This design comes from an exercise in tuning for small area and few clock cycles on the open sky130 flow, not from production work.
Function was checked by simulation only, so behaviour that the tests miss may differ from the original.
The clock input has no modelled driver; a real chip could not lean on it and would need a root buffer or a full tree.
Power and IR drop assume default switching activity.

## cedar
// nmea_rmc_sentence_parser
module nmea_rmc_sentence_parser #(
    parameter int MAX_SENTENCE_LEN = 100,
    parameter int FRACTION_DIGITS  = 4
) (
    input  logic        aclk,
    input  logic        aresetn,
    input  logic        s_tvalid,
    output logic        s_tready,
    input  logic [7:0]  s_tdata,    
    output logic        m_tvalid,
    input  logic        m_tready,
    output logic [87:0] m_tdata
);
Settings: LEC_CHECK=0, CAP_MARGIN=20, CORE_MARGIN=2, CORE_UTILIZATION=40, SLEW_MARGIN=20; clock period 12.0 ns.
standard.sh (not shown) runs the stock make flow with config.mk's settings and CLKGATE_MAP_FILE= SYNTH_SCRIPT=/design/flow/synth_recipe.tcl, a recipe that flattens the netlist after the stock synthesis.
==> flow/flow/run.sh <==
#!/bin/bash
# The standard layout (the standard.sh), with four changes:
# - after the standard synthesis, flow/reopt.sh maps its combinational logic again with an
#   area-oriented ABC script; every flip-flop and tie cell instance is kept exactly as the
#   standard synthesis made it (same names, same cells). 1_synth.odb is then rebuilt from
#   the new netlist (the standard netlist is kept as 1_2_yosys.standard.v);
# - the port buffers use the smallest buffer cell (buf_1);
# - the tie cell that drives the constant outputs is not copied once per output
#   (SKIP_REPAIR_TIE_FANOUT);
# - the clock tree is built by flow/mcts.tcl (ORFS's PRE_CTS_TCL hook) instead of
#   clock_tree_synthesis: one root clkbuf_4 driving eight clkbuf_8, each driving an equal,
#   compact group of flip-flops. The rest of the CTS step and all later steps are ORFS's own.
# Logs: make's output in flow.log, the re-mapping's in reopt.log, every ORFS tool's in
# orfs/logs.
set -euo pipefail
export MCTS_CLOCK_PORT=aclk
export MCTS_LEVELS=3
export MCTS_LEAF_BUF=sky130_fd_sc_hd__clkbuf_8
export MCTS_ROOT_BUF=sky130_fd_sc_hd__clkbuf_4
ARGS=(BUFFER_PORTS_ARGS="-buffer_cell sky130_fd_sc_hd__buf_1" PRE_CTS_TCL="$(pwd)/flow/mcts.tcl"
      SKIP_REPAIR_TIE_FANOUT=1)
RES=orfs/results/sky130hd/nmea_rmc_sentence_parser/base
bash standard.sh "${ARGS[@]}" synth > flow.log 2>&1
cp $RES/1_2_yosys.v $RES/1_2_yosys.standard.v
bash flow/reopt.sh $RES/1_2_yosys.standard.v $RES/1_2_yosys.v reopt.log
bash standard.sh "${ARGS[@]}" do-1_synth >> flow.log 2>&1
bash standard.sh "${ARGS[@]}" finish >> flow.log 2>&1
Other scripts of this flow, unchanged in this note and not shown: flow/flow/mcts.tcl, flow/flow/reopt.sh
cedar: done, clean on timing, DRC and antenna
Testbench counts of cedar, summed over its fixed seeds: cycles 117,293.
Input-level comparison between maple and cedar:
--- a/flow/design.v
+++ b/flow/design.v
@@ -305,32 +305,31 @@
     assign ck_val = hex_digit(c);
     always_ff @(posedge aclk) begin
         if (start) begin
             hdr_reg    <= 1'b1;
             fmt_reg    <= 1'b0;
             mode_n_reg <= 1'b0;
             xor_reg    <= '0;
         end else if (comma) begin
             if (f0 && (cif_reg != 3'd6)) hdr_reg <= 1'b0;
+            xor_reg <= xor_reg ^ 8'h2C;
         end else if (ch) begin
             if (f0 && (!p_lt6 || (header_char(cif_reg) != c))) hdr_reg <= 1'b0;
+            if (!(f12 && !p0)) xor_reg <= xor_reg ^ c;
+            else if (f12 && p23) xor_reg <= xor_reg ^ (cif_reg[0] ? {4'h0, ck_val} : {ck_val, 4'h0});
             if (f12 && p1) begin
                 if (!is_star) fmt_reg <= 1'b1;
             end else if (is_star) begin
                 fmt_reg <= 1'b1;
             end
             if (f12 && p23 && !is_hex) fmt_reg <= 1'b1;
             if (f12 && p0) mode_n_reg <= (c == 8'h4E);
         end
-        if (!start && (comma || ch)) begin
-            if (comma || !(f12 && !p0)) xor_reg <= xor_reg ^ c;
-            else if (f12 && p23) xor_reg <= xor_reg ^ (cif_reg[0] ? {4'h0, ck_val} : {ck_val, 4'h0});
-        end
     end
     function automatic logic [3:0] hex_digit(input logic [7:0] ch_in);
         hex_digit = ch_in[6] ? {1'b1, inc3(ch_in[2:0])} : ch_in[3:0];
     endfunction
     always_ff @(posedge aclk) begin
         if (start) begin
             bad_reg <= 1'b0;
         end else if (comma) begin
             if ((f1 && p_lt4) || (f9 && p_lt6)) bad_reg <= 1'b1;
[summary]
- maple has minimum hold slack above what cedar had.
- When maple is set beside cedar, its area of the multi-input gates turns out to be about 1.8% larger.
- For utilization, maple and cedar come out practically identical.
- maple against cedar: worst clock skew stayed essentially flat; inverter count of the layout excluding clock inverters fell by 14.
- Delta (maple minus cedar): cell area after synthesis stayed essentially flat; synthesis-to-layout area growth fell by 0.22 points.
- Cmp cedar and maple / global-route met1 utilization / lower: cedar
- The setup slack of maple is smaller than that of cedar.
- Between maple and cedar, the final area does not differ in any meaningful way.
- Comparing clock network fraction of total power for cedar and maple, the smaller number came from cedar.
- In maple relative to cedar, total power had gone down by more than a quarter.
Testbench counts of maple, summed over its fixed seeds: cycles 117,293.
No run of this note takes its clock network from TritonCTS; it comes from the design's own scripts or RTL.


nmea_rmc_sentence_parser, a different RTL version from the one above (not shown whole).
For scale: roughly 1100 cells after synthesis, about 100 I/O pins.
==> flow/design.v (excerpt) <==
module nmea_rmc_sentence_parser #(
    parameter int MAX_SENTENCE_LEN = 100,
    parameter int FRACTION_DIGITS  = 4
) (
    input  logic        aclk,
    input  logic        aresetn,
    input  logic        s_tvalid,
    output logic        s_tready,
    input  logic [7:0]  s_tdata,    
    output logic        m_tvalid,
    input  logic        m_tready,
    output logic [87:0] m_tdata
);
Settings: LEC_CHECK=0, CAP_MARGIN=20, CORE_MARGIN=2, CORE_UTILIZATION=40, SLEW_MARGIN=20; clock period 12.0 ns.
==> flow/flow/run.sh <==
#!/bin/bash
# The standard layout (the standard.sh), with three changes:
# - after the standard synthesis, flow/reopt.sh maps its combinational logic again with an
#   area-oriented ABC script; every flip-flop and tie cell instance is kept exactly as the
#   standard synthesis made it (same names, same cells). 1_synth.odb is then rebuilt from
#   the new netlist (the standard netlist is kept as 1_2_yosys.standard.v);
# - the port buffers use the smallest buffer cell (buf_1);
# - the clock tree is built by flow/mcts.tcl (ORFS's PRE_CTS_TCL hook) instead of
#   clock_tree_synthesis: one root clkbuf_8 driving sixteen clkbuf_4, each driving an equal,
#   compact group of flip-flops. The rest of the CTS step and all later steps are ORFS's own.
# Logs: make's output in flow.log, the re-mapping's in reopt.log, every ORFS tool's in
# orfs/logs.
set -euo pipefail
export MCTS_CLOCK_PORT=aclk
export MCTS_LEVELS=4
export MCTS_LEAF_BUF=sky130_fd_sc_hd__clkbuf_4
export MCTS_ROOT_BUF=sky130_fd_sc_hd__clkbuf_8
ARGS=(BUFFER_PORTS_ARGS="-buffer_cell sky130_fd_sc_hd__buf_1" PRE_CTS_TCL="$(pwd)/flow/mcts.tcl")
RES=orfs/results/sky130hd/nmea_rmc_sentence_parser/base
bash standard.sh "${ARGS[@]}" synth > flow.log 2>&1
cp $RES/1_2_yosys.v $RES/1_2_yosys.standard.v
bash flow/reopt.sh $RES/1_2_yosys.standard.v $RES/1_2_yosys.v reopt.log
bash standard.sh "${ARGS[@]}" do-1_synth >> flow.log 2>&1
bash standard.sh "${ARGS[@]}" finish >> flow.log 2>&1
Other scripts of this flow, unchanged in this note and not shown: flow/flow/mcts.tcl, flow/flow/reopt.sh
Testbench counts at the start, summed over its fixed seeds: cycles 117,293.
==> next run, changes <==
--- a/flow/design.v
+++ b/flow/design.v
@@ -396,45 +396,43 @@
         end
     end
     logic        lat_fd, lon_fd, lat_mode, w_step, w_clear, swap;
     logic [4:0]  w_d;
     logic        w_over;
     logic [29:0] w_sum;
     logic [27:0] w_reg, st_reg;
-    logic        swapped_reg;
+    logic        swapped;
     assign lat_fd   = (lat_fc_reg == 3'd4);
     assign lon_fd   = (lon_fc_reg == 3'd4);
-    assign lat_mode = f3 || swapped_reg;
-    assign swap     = after5 && lon_fd && !swapped_reg;
+    assign swapped  = (lon_fc_reg == 3'd5);
+    assign lat_mode = f3 || swapped;
+    assign swap     = after5 && lon_fd;
     assign w_step   = (ch && (f3 || f5) && is_digit && (!sp_reg || !(f3 ? lat_fd : lon_fd)))
-                   || (after5 && !swapped_reg && !lon_fd)
-                   || (swapped_reg && !lat_fd);
+                   || (after5 && !swapped && !lon_fd)
+                   || (swapped && !lat_fd);
     assign w_clear  = start || (comma && f3) || (fin && !fin_ok);
     assign w_d      = !(f3 || f5) ? 5'd0 : lat_mode ? {d, 1'b0} : {1'b0, d};
     assign w_sum    = mul10_add5(30'(w_reg), w_d);
     assign w_over   = gt_const(30'(w_reg), 30'd18000000)
                    || ((w_reg == 28'd18000000) && (w_d != 5'd0));
     always_ff @(posedge aclk) begin
         if (w_clear) w_reg <= '0;
         else if (swap) w_reg <= st_reg;
         else if (w_step) w_reg <= w_over ? LON_LIMIT : w_sum[27:0];
         if (fin && !fin_ok) st_reg <= '0;
         else if ((comma && f3) || swap) st_reg <= w_reg;
     end
     always_ff @(posedge aclk) begin
         if (start) begin
-            swapped_reg <= 1'b0;
             lat_fc_reg  <= '0;
             lon_fc_reg  <= '0;
         end else begin
-            if (swap) swapped_reg <= 1'b1;
-            if (w_step) begin
-                if (f3 ? sp_reg : swapped_reg) lat_fc_reg <= inc3(lat_fc_reg);
-                if (f5 ? sp_reg : (after5 && !swapped_reg)) lon_fc_reg <= inc3(lon_fc_reg);
-            end
+            if (w_step && (f3 ? sp_reg : swapped)) lat_fc_reg <= inc3(lat_fc_reg);
+            if ((w_step && (f5 ? sp_reg : (after5 && !swapped))) || swap)
+                lon_fc_reg <= inc3(lon_fc_reg);
         end
     end
     assign lat_val = w_reg[27:1];
     assign lon_val = st_reg;
     logic fin_ok;
     assign fin_ok = !((len_reg == LEN_FULL) || (len_reg == LEN_OVER))
                  && hdr_reg && !(f0 && (cif_reg != 3'd6)) && f12 && !fmt_reg
Effect: Cell area stays flat; synthesized area barely changes; routed wire length went up by 0.46%; sequential power went up by about 1%; clock power stays flat; setup slack gets better by 35 ps; combinational power went up by 35%; cell count went up by 1.5%; power went up by 7.2%; register-to-register slack gets better by 240 ps; first-iteration DRC count went up by 18%; sequential share of layout area went down by 0.31 points.
Testbench counts after the change, summed over its fixed seeds: cycles 117,293.
No run of this note takes its clock network from TritonCTS; it comes from the design's own scripts or RTL.

==> afterwards: timing with drivers on the ports <==
In the flow no input, the clock included, has a driving cell. The finished layouts below were timed again as built, in two steps.
Step 1 sets driving cells, clkbuf_16 on the clock port and buf_2 on the other inputs (assumed; they add their load-dependent delay and slew).
Step 2 adds t to the input delays and takes it off the output delays; t is the mean of the earliest and latest rising clock arrival at the registers after step 1. Input paths then give back, and output paths get back, about the clock's delay inside the block.
Three values: ideal ports, drivers, drivers and shift; two values: the first two.
| run | shift t [ns] | setup WS [ns] | worst setup path at the end |
|---|---|---|---|
| cedar | 0.550 | 2.233 / 2.249 / 1.699 | input to register |
| maple | 0.538 | 1.811 / 1.810 / 1.272 | input to register |
| the first run of note 2 | 0.495 | 1.295 / 1.256 / 0.870 | input to register |
| the second run of note 2 | 0.499 | 1.331 / 1.287 / 1.445 | input to register |
After both steps every run listed still meets setup and hold. The setup slack of maple, which loses most, moves by -0.001 ns with the drivers and by -0.539 ns with both steps.
